This is an optimization exercise on Yosys and OpenROAD, whose aim is small area, not a production implementation.
In this exercise RTL edits were held to simulation tests only and were not proved equivalent to the original.
Power and IR drop assume default switching activity.

north:
Design frameSource, start of the top module:
module frameSource (
  input  wire                 CLK,
  input  wire                 RST,
  input  wire                 nimIn,
  input  wire                 regTrigger,
  input  wire  [FRAMES_W-1:0] frameCount,
  input  wire                 txFull,
  output wire                 nimOut,
  output wire                 txWr,
  output wire  [BYTE_W-1:0]   txData
);
  wire               startPulse;
  wire [1:0]         ph;
  wire [7:0]         evGroup;
  wire               evIncStart;
  wire [TS_W-1:0]    stamp;
  wire wrEn, burstStart, frameStart, footerStart, frameEnd, lastFrame;
  wire almostFull;
  burstTimer i_burstTimer (
    .CLK         (CLK),
    .RST         (RST),
    .nimIn       (nimIn),
    .regTrigger  (regTrigger),
    .nimOut      (nimOut),
    .startPulse  (startPulse),
    .ph          (ph),
    .evGroup     (evGroup),
    .evIncStart  (evIncStart),
    .stamp       (stamp)
  );
  frameBuilder i_frameBuilder (
    .CLK         (CLK),
  ...
export LEC_CHECK = 0
export CAP_MARGIN = 0
export CORE_MARGIN = 2
export CORE_UTILIZATION = 80
export GPL_TIMING_DRIVEN = 0
export SLEW_MARGIN = 0
create_clock -name core_clock -period 5.0 [get_ports {CLK}]
standard.sh (not shown) runs the stock make flow with config.mk's settings and CLKGATE_MAP_FILE= SYNTH_SCRIPT=/design/flow/synth_recipe.tcl, a recipe that flattens the netlist after the stock synthesis.
==> flow/flow/run.sh <==
#!/bin/bash
# The standard synthesis; then the combinational logic is mapped again
# for area (ABC &deepsyn from a few seeds, the smallest result is kept;
# registers, their names and cell types are kept as blackboxes); then
# the standard layout with the clock tree options (no dummy loads,
# bigger sink clusters) and port buffer cell below.
set -euo pipefail
source flow/opts.sh
bash standard.sh synth > synth.log 2>&1

R=orfs/results/$FLOW_PLATFORM/frameSource/base
LIB=$FLOW_HOME/platforms/sky130hd/lib/sky130_fd_sc_hd__tt_025C_1v80.lib
cp $R/1_2_yosys.v std_netlist.v
SEQ=$(grep -oE '^\s*sky130_fd_sc_hd__(df|edf|sdf|dl|conb)\w*' std_netlist.v | sort -u | tr -d ' ' | tr '\n' ' ')
DU=$(sed 's/^/-dont_use /' flow/dont_use.txt | tr '\n' ' ')
# each candidate is a dash-separated list of deepsyn seeds, one per round
run_candidate() {
  local C=$1
  : > area_$C.abc
  for S in ${C//-/ }; do
    sed "s/@SEED@/$S/; s/@TIME@/$RESYN_TIME/" flow/area.abc >> area_$C.abc
  done
  cat > resyn_$C.ys <<EOT
read_liberty -ignore_miss_func $LIB
read_verilog std_netlist.v
hierarchy -top $FLOW_TOP
blackbox $SEQ
flatten
opt -purge
techmap
opt -purge
abc -script area_$C.abc -liberty $LIB $DU
setundef -zero
splitnets
opt_clean -purge
hilomap -singleton -hicell sky130_fd_sc_hd__conb_1 HI -locell sky130_fd_sc_hd__conb_1 LO
insbuf -buf sky130_fd_sc_hd__buf_4 A X
opt_clean -purge
tee -o resyn_$C.stat stat -liberty $LIB
write_verilog -noexpr -noattr -nohex -nodec resyn_$C.v
EOT
  yosys -s resyn_$C.ys > resyn_$C.log 2>&1
}
for BATCH in "${RESYN_BATCHES[@]}"; do
  for C in $BATCH; do run_candidate $C & done
  wait
done
ALL=$(for B in "${RESYN_BATCHES[@]}"; do echo $B; done | tr ' ' '\n')
BEST=$(for C in $ALL; do echo "$(grep 'Chip area' resyn_$C.stat | awk '{print $NF}') $C"; done | sort -g | head -1 | awk '{print $2}')
for C in $ALL; do echo "$C $(grep 'Chip area' resyn_$C.stat | awk '{print $NF}')"; done > resyn_choice.log
echo "kept $BEST" >> resyn_choice.log
cp resyn_$BEST.v $R/1_2_yosys.v
touch $R/1_2_yosys.v

export CTS_ARGS="-sink_clustering_enable -repair_clock_nets -dont_use_dummy_load $CTS_OPTS"
export BUFFER_PORTS_ARGS="-buffer_cell sky130_fd_sc_hd__buf_1"
bash standard.sh > layout.log 2>&1
==> flow/flow/opts.sh <==
CTS_OPTS="-buf_list sky130_fd_sc_hd__clkbuf_8 -sink_clustering_size 18 -sink_clustering_max_diameter 60"
RESYN_BATCHES=("1 2 0 3" "4 5 6 7" "1-2 2-1 0-4 3-5")
RESYN_TIME=30
Other scripts of this flow, unchanged in this note and not shown: flow/flow/area.abc, flow/flow/dont_use.txt
Inputs modified between north and south:
# north
export LEC_CHECK = 0
export CAP_MARGIN = 0
export CORE_MARGIN = 2
export CORE_UTILIZATION = 80
export GPL_TIMING_DRIVEN = 0
export SLEW_MARGIN = 0
create_clock -name core_clock -period 5.0 [get_ports {CLK}]
# south
export LEC_CHECK = 0
export CAP_MARGIN = 0
export CORE_MARGIN = 2
export CORE_UTILIZATION = 70
export GPL_TIMING_DRIVEN = 0
export SLEW_MARGIN = 0
create_clock -name core_clock -period 5.0 [get_ports {CLK}]
==> flow/flow/opts.sh <==
CTS_OPTS="-buf_list sky130_fd_sc_hd__clkbuf_8 -sink_clustering_size 18 -sink_clustering_max_diameter 60"
RESYN_BATCHES=("1 2 0 3" "1-2 2-1 0-4 3-5")
RESYN_TIME=30
Share of total power in combinational logic ended up 0.9 points lower on south than on north.
south against north: tightest slew margin relative to the limit rose 1.1 points, fraction of area in clock buffers and inverters has remained practically unchanged.
~same non-clock buffer count in south and north
Changes observed in south relative to north: clock power went down about 2%; pre-CTS setup slack went up 0.068 ns; multi-input combinational gate total held.

==> separate check: timing with driven ports <==
Ports are ideal in the flow. The routed layouts listed here were re-timed in OpenROAD. Step 1: set_driving_cell puts a clkbuf_16 on CLK and a buf_2 on each other input, an assumption about the parent block. Step 2 times the ports against the registers' clock, not the clock port: input delays grow and output delays shrink by t, the midpoint of the rising clock arrivals with the driver on. Three values: ideal, step 1, step 2; two values: the first two.
run	t, ns	slack for setup (ns)	hold slack, ns
north	0.499	0.404 / 0.387 / -0.086	0.326 / 0.326 / 0.326
south	0.510	0.522 / 0.536 / 0.029	0.309 / 0.309 / 0.309
With both steps, setup timing fails in north, where it was met with ideal ports. The setup slack of south, which loses most, moves by +0.014 ns with the drivers and by -0.493 ns with both steps.
